What follows belongs to an exercise in optimizing a design on an open flow for small area; a production flow would make more cautious choices.
In this exercise RTL edits were held to simulation tests only and were not proved equivalent to the original.
No activity file was given, so power comes from the tool's default toggle rates.

Setup of job 7240:
==> flow/design.v <==
`timescale 1ns/1ps
module fu_fifo #(
    parameter int unsigned W = (4 + 6 + 2 * 64)
)(
    input  logic          clk,
    input  logic          reset,
    input  logic          wr_i,
    input  logic [W-1:0]  pkt_i,
    output logic          full_o,
    input  logic          rd_en_i,
    output logic [W-1:0]  pkt_o,
    output logic          empty_o
);
    logic [W-1:0] ent_q [4];
    logic [2:0]   cnt_q;
    logic         rd;
    logic [2:0]   wpos;
    logic [3:0]   wr_e, sh_e, keep_e;
    assign empty_o = (cnt_q == 3'd0);
    assign full_o  = cnt_q[2];
    assign rd      = rd_en_i && !empty_o;
    assign wpos    = cnt_q - {2'b0, rd};
    for (genvar i = 0; i < 4; i++) begin : g_sel
        assign wr_e[i]   = wr_i && (wpos == 3'(i));
        assign sh_e[i]   = rd && !wr_e[i];
        assign keep_e[i] = !rd && !wr_e[i];
    end
    always_ff @(posedge clk or posedge reset) begin
        if (reset) begin
            cnt_q <= '0;
        end else begin
            case ({wr_i, rd})
                2'b10:   cnt_q <= cnt_q + 3'd1;
                2'b01:   cnt_q <= cnt_q - 3'd1;
                default: cnt_q <= cnt_q;
            endcase
        end
    end
    always_ff @(posedge clk) begin
        for (int i = 0; i < 3; i++) begin
            ent_q[i] <= ({W{keep_e[i]}} & ent_q[i])
                      | ({W{sh_e[i]}}   & ent_q[i+1])
                      | ({W{wr_e[i]}}   & pkt_i);
        end
        ent_q[3] <= ({W{keep_e[3]}} & ent_q[3]) | ({W{wr_e[3]}} & pkt_i);
    end
    assign pkt_o = ent_q[0];
endmodule
`timescale 1ns/1ps
module fu_fifo_bank (
    input  logic                                 clk,
    input  logic                                 reset,
    input  logic [2*(4 + 6 + 2 * 64)-1:0]    issue_pkt_i,
    input  logic [6-1:0]                   fu_sel0_i,
    input  logic [6-1:0]                   fu_sel1_i,
    output logic [6-1:0]                   fu_full_o,
    input  logic [6-1:0]                   fu_rd_en_i,
    output logic [6*(4 + 6 + 2 * 64)-1:0]         fu_pkt_o,
    output logic [6-1:0]                   fu_empty_o
);
    localparam int PB = (4 + 6 + 2 * 64);
    localparam int LB = PB - 4;
    logic [PB-1:0] slot0, slot1;
    assign slot0 = issue_pkt_i[0 +: PB];
    assign slot1 = issue_pkt_i[PB +: PB];
    for (genvar u = 0; u < 3; u++) begin : g_alu
        logic [PB-1:0] wpkt;
        assign wpkt = ({PB{fu_sel0_i[u]}} & slot0) | ({PB{fu_sel1_i[u]}} & slot1);
        fu_fifo #(.W(PB)) i_fu_fifo (
            .clk     (clk),
            .reset   (reset),
            .wr_i    (fu_sel0_i[u] | fu_sel1_i[u]),
            .pkt_i   (wpkt),
            .full_o  (fu_full_o[u]),
            .rd_en_i (fu_rd_en_i[u]),
            .pkt_o   (fu_pkt_o[u*PB +: PB]),
            .empty_o (fu_empty_o[u])
        );
    end
    for (genvar u = 3; u < 5; u++) begin : g_fixed
        logic [LB-1:0] wpkt;
        assign wpkt = ({LB{fu_sel0_i[u]}} & slot0[LB-1:0]) | ({LB{fu_sel1_i[u]}} & slot1[LB-1:0]);
        fu_fifo #(.W(LB)) i_fu_fifo (
            .clk     (clk),
            .reset   (reset),
            .wr_i    (fu_sel0_i[u] | fu_sel1_i[u]),
            .pkt_i   (wpkt),
            .full_o  (fu_full_o[u]),
            .rd_en_i (fu_rd_en_i[u]),
            .pkt_o   (fu_pkt_o[u*PB +: LB]),
            .empty_o (fu_empty_o[u])
        );
        assign fu_pkt_o[u*PB + LB +: 4] = (u == 3) ? 4'd6 : 4'd7;
    end
    begin : g_br
        localparam int u = 5;
        logic [LB:0] wpkt, rpkt;
        assign wpkt = ({(LB+1){fu_sel0_i[u]}} & slot0[LB:0]) | ({(LB+1){fu_sel1_i[u]}} & slot1[LB:0]);
        fu_fifo #(.W(LB+1)) i_fu_fifo (
            .clk     (clk),
            .reset   (reset),
            .wr_i    (fu_sel0_i[u] | fu_sel1_i[u]),
            .pkt_i   (wpkt),
            .full_o  (fu_full_o[u]),
            .rd_en_i (fu_rd_en_i[u]),
            .pkt_o   (rpkt),
            .empty_o (fu_empty_o[u])
        );
        assign fu_pkt_o[u*PB +: PB] = {3'b100, rpkt};
    end
endmodule
`timescale 1ns/1ps
module issue_dispatch (
    input  logic                                 clk,
    input  logic                                 reset,
    input  logic [2-1:0]              issue_valid_i,
    input  logic [2*(4 + 6 + 2 * 64)-1:0]    issue_pkt_i,
    input  logic [6-1:0]                   fu_full_i,
    output logic [6-1:0]                   fu_sel0_o,
    output logic [6-1:0]                   fu_sel1_o,
    output logic                                 stall_o
);
    localparam logic [3:0] OP_MUL = 4'd6;
    localparam logic [3:0] OP_LD  = 4'd7;
    localparam logic [3:0] OP_BEQ = 4'd8;
    localparam logic [3:0] OP_BNE = 4'd9;
    localparam int ALU0    = 0;
    localparam int ALU1    = 1;
    localparam int ALU2    = 2;
    localparam int MUL0    = 3;
    localparam int LOAD0   = 4;
    localparam int BRANCH0 = 5;
    logic [6-1:0]            slot_cand  [2];
    logic [3:0]                    slot_op    [2];
    logic [2-1:0]       pending;
    logic [2-1:0]       accepted;
    logic [2-1:0]       done_q, done_d;
    logic [6-1:0]            free_ok;
    logic [6-1:0]            sel [2];
    logic [6-1:0]            taken;
    always_comb begin
        for (int s = 0; s < 2; s++) begin
            slot_op[s]   = issue_pkt_i[s*(4 + 6 + 2 * 64) + (4 + 6 + 2 * 64) - 4 +: 4];
            slot_cand[s] = '0;
            case (slot_op[s])
                OP_MUL:         slot_cand[s][MUL0]    = 1'b1;
                OP_LD:          slot_cand[s][LOAD0]   = 1'b1;
                OP_BEQ, OP_BNE: slot_cand[s][BRANCH0] = 1'b1;
                default: begin
                    slot_cand[s][ALU0] = 1'b1;
                    slot_cand[s][ALU1] = 1'b1;
                    slot_cand[s][ALU2] = 1'b1;
                end
            endcase
        end
    end
    assign pending = issue_valid_i & ~done_q;
    assign free_ok = ~fu_full_i;
    always_comb begin
        taken    = '0;
        accepted = '0;
        for (int s = 0; s < 2; s++) begin
            sel[s] = '0;
            for (int q = 0; q < 6; q++) begin
                if (pending[s] && !accepted[s] && slot_cand[s][q] &&
                    free_ok[q] && !taken[q]) begin
                    sel[s][q]   = 1'b1;
                    taken[q]    = 1'b1;
                    accepted[s] = 1'b1;
                end
            end
        end
    end
    assign fu_sel0_o = sel[0];
    assign fu_sel1_o = sel[1];
    assign stall_o = |(pending & ~accepted);
    assign done_d = stall_o ? (done_q | accepted) : '0;
    always_ff @(posedge clk or posedge reset) begin
        if (reset) begin
            done_q <= '0;
        end else begin
            done_q <= done_d;
        end
    end
endmodule
`timescale 1ns/1ps
module issue_stage_top (
    input  logic                                 clk,
    input  logic                                 reset,
    input  logic [2-1:0]              issue_valid_i,
    input  logic [2*(4 + 6 + 2 * 64)-1:0]    issue_pkt_i,
    output logic                                 stall_o,
    input  logic [6-1:0]                   fu_rd_en_i,
    output logic [6*(4 + 6 + 2 * 64)-1:0]         fu_pkt_o,
    output logic [6-1:0]                   fu_empty_o
);
    logic [6-1:0] fu_sel0, fu_sel1, fu_full;
    issue_dispatch i_issue_dispatch (
        .clk           (clk),
        .reset         (reset),
        .issue_valid_i (issue_valid_i),
        .issue_pkt_i   (issue_pkt_i),
        .fu_full_i     (fu_full),
        .fu_sel0_o     (fu_sel0),
        .fu_sel1_o     (fu_sel1),
        .stall_o       (stall_o)
    );
    fu_fifo_bank i_fu_fifo_bank (
        .clk         (clk),
        .reset       (reset),
        .issue_pkt_i (issue_pkt_i),
        .fu_sel0_i   (fu_sel0),
        .fu_sel1_i   (fu_sel1),
        .fu_full_o   (fu_full),
        .fu_rd_en_i  (fu_rd_en_i),
        .fu_pkt_o    (fu_pkt_o),
        .fu_empty_o  (fu_empty_o)
    );
endmodule
export LEC_CHECK = 0
export CAP_MARGIN = 10
export CORE_MARGIN = 2
export CORE_UTILIZATION = 50
export PLACE_DENSITY = 0.62
export SLEW_MARGIN = 10
create_clock -name core_clock -period 5.5 [get_ports {clk}]
standard.sh (not shown) runs the stock make flow with config.mk's settings and CLKGATE_MAP_FILE= SYNTH_SCRIPT=/design/flow/synth_recipe.tcl, a recipe that flattens the netlist after the stock synthesis.
==> flow/flow/run.sh <==
#!/bin/bash
# Own layout flow: the standard ORFS flow with three changes:
#  - synthesis is synth_recipe.tcl with only the ABC mapping script swapped
#    for an area-oriented one (flow/area.script); registers are untouched
#  - port buffers use the smallest buffer cell
#  - clock tree built from small clock buffers, without dummy loads
# Every tool's output goes to a log file in this folder.
set -euo pipefail
W=$PWD
F=$W/flow

# Synthesis script: the standard flow's, sourcing ORFS's synth.tcl with the abc call
# pointed at our script
sed "s#log_cmd abc {\*}\$abc_args#set abc_args [lreplace \$abc_args 1 1 $F/area.script]\n  log_cmd abc {*}\$abc_args#" \
    "$FLOW_HOME/scripts/synth.tcl" > "$W/own_synth_core.tcl"
grep -q "area.script" "$W/own_synth_core.tcl"
sed "s#\$::env(SCRIPTS_DIR)/synth.tcl#$W/own_synth_core.tcl#" "$W/synth_recipe.tcl" > "$W/own_synth.tcl"
grep -q "own_synth_core.tcl" "$W/own_synth.tcl"

ARGS=(
  "SYNTH_SCRIPT=$W/own_synth.tcl"
  "BUFFER_PORTS_ARGS=-buffer_cell sky130_fd_sc_hd__buf_1"
)
if [[ -f $F/cts_args ]]; then
  ARGS+=("CTS_ARGS=$(cat $F/cts_args)")
fi

bash "$W/standard.sh" "${ARGS[@]}" finish > "$W/own_flow_make.log" 2>&1
==> flow/flow/area.script <==
strash
dch -f
&get -n
&dch -f
&nf -p -R 1000
&put
topo
stime -c
==> flow/flow/cts_args <==
-sink_clustering_enable -repair_clock_nets -dont_use_dummy_load -buf_list {sky130_fd_sc_hd__clkbuf_16} -sink_clustering_size 26 -sink_clustering_max_diameter 90
Input-level comparison between job 6123 and job 7240:
--- a/flow/design.v
+++ b/flow/design.v
@@ -38,9 +38,9 @@
     end
     always_ff @(posedge clk) begin
         for (int i = 0; i < 3; i++) begin
-            ent_q[i] <= ({W{keep_e[i]}} & ent_q[i])
-                      | ({W{sh_e[i]}}   & ent_q[i+1])
-                      | ({W{wr_e[i]}}   & pkt_i);
+            ent_q[i] <= (ent_q[i]   | {W{!keep_e[i]}})
+                      & (ent_q[i+1] | {W{!sh_e[i]}})
+                      & (pkt_i      | {W{!wr_e[i]}});
         end
         ent_q[3] <= ({W{keep_e[3]}} & ent_q[3]) | ({W{wr_e[3]}} & pkt_i);
     end
@@ -65,7 +65,7 @@
     assign slot1 = issue_pkt_i[PB +: PB];
     for (genvar u = 0; u < 3; u++) begin : g_alu
         logic [PB-1:0] wpkt;
-        assign wpkt = ({PB{fu_sel0_i[u]}} & slot0) | ({PB{fu_sel1_i[u]}} & slot1);
+        assign wpkt = (slot0 | {PB{!fu_sel0_i[u]}}) & (slot1 | {PB{!fu_sel1_i[u]}});
         fu_fifo #(.W(PB)) i_fu_fifo (
             .clk     (clk),
             .reset   (reset),
@@ -79,7 +79,7 @@
     end
     for (genvar u = 3; u < 5; u++) begin : g_fixed
         logic [LB-1:0] wpkt;
-        assign wpkt = ({LB{fu_sel0_i[u]}} & slot0[LB-1:0]) | ({LB{fu_sel1_i[u]}} & slot1[LB-1:0]);
+        assign wpkt = (slot0[LB-1:0] | {LB{!fu_sel0_i[u]}}) & (slot1[LB-1:0] | {LB{!fu_sel1_i[u]}});
         fu_fifo #(.W(LB)) i_fu_fifo (
             .clk     (clk),
             .reset   (reset),
@@ -95,7 +95,7 @@
     begin : g_br
         localparam int u = 5;
         logic [LB:0] wpkt, rpkt;
-        assign wpkt = ({(LB+1){fu_sel0_i[u]}} & slot0[LB:0]) | ({(LB+1){fu_sel1_i[u]}} & slot1[LB:0]);
+        assign wpkt = (slot0[LB:0] | {(LB+1){!fu_sel0_i[u]}}) & (slot1[LB:0] | {(LB+1){!fu_sel1_i[u]}});
         fu_fifo #(.W(LB+1)) i_fu_fifo (
             .clk     (clk),
             .reset   (reset),
==> comparison <==
- Per the final summary, job 6123 finished and its layout is clean on timing, DRC and antenna.
- NOTE: cell row count in job 6123 falls short of that of job 7240
- In the reports for job 6123 and job 7240, the larger minimum clock period after layout belongs to job 7240.
- Job 6123 has compound-cell area share of the yosys netlist below what job 7240 had.
- Synthesized instance count was lower in job 7240 than in job 6123.
- Going from job 7240 to job 6123, slew at the pin with the worst max-slew slack has decreased, simple-gate area share of the yosys netlist has increased, total iterations of the first detailed-routing run has decreased, worst hold slack has decreased.
- Per the comparison of job 6123 with job 7240, first-pass GRT wire length saw a decrease; power share of the clock group has decreased; critical path depth now sits lower.

-- port drivers added, routing unchanged --
How much do the figures lean on ideal ports? The routed layouts below were timed once more, with nothing changed but the port constraints.
Step 1 assumes that a clkbuf_16 drives the clock port and a buf_2 every other input.
Step 2 moves the port delays by t, midway between the first and last clock arrival at a register: inputs arrive t later, outputs are due t later. That takes back most of the time a late clock gives input paths.
a / b / c = ideal ports / drivers / drivers and shift; a / b = the first two.
| run | shift t [ns] | setup WS [ns] | clock arrival spread, ns | worst slew at a driven data input, ns |
|---|---|---|---|---|
| job 7240 | 0.923 | 0.316 / 0.296 / 0.296 | 0.069 / 0.070 | 0.21 |
| job 6123 | 0.935 | 0.947 / 0.866 / 0.840 | 0.065 / 0.065 | 0.10 |
After both steps setup and hold are still met in every run listed. The setup slack of job 6123, which loses most, moves by -0.081 ns with the drivers and by -0.107 ns with both steps.
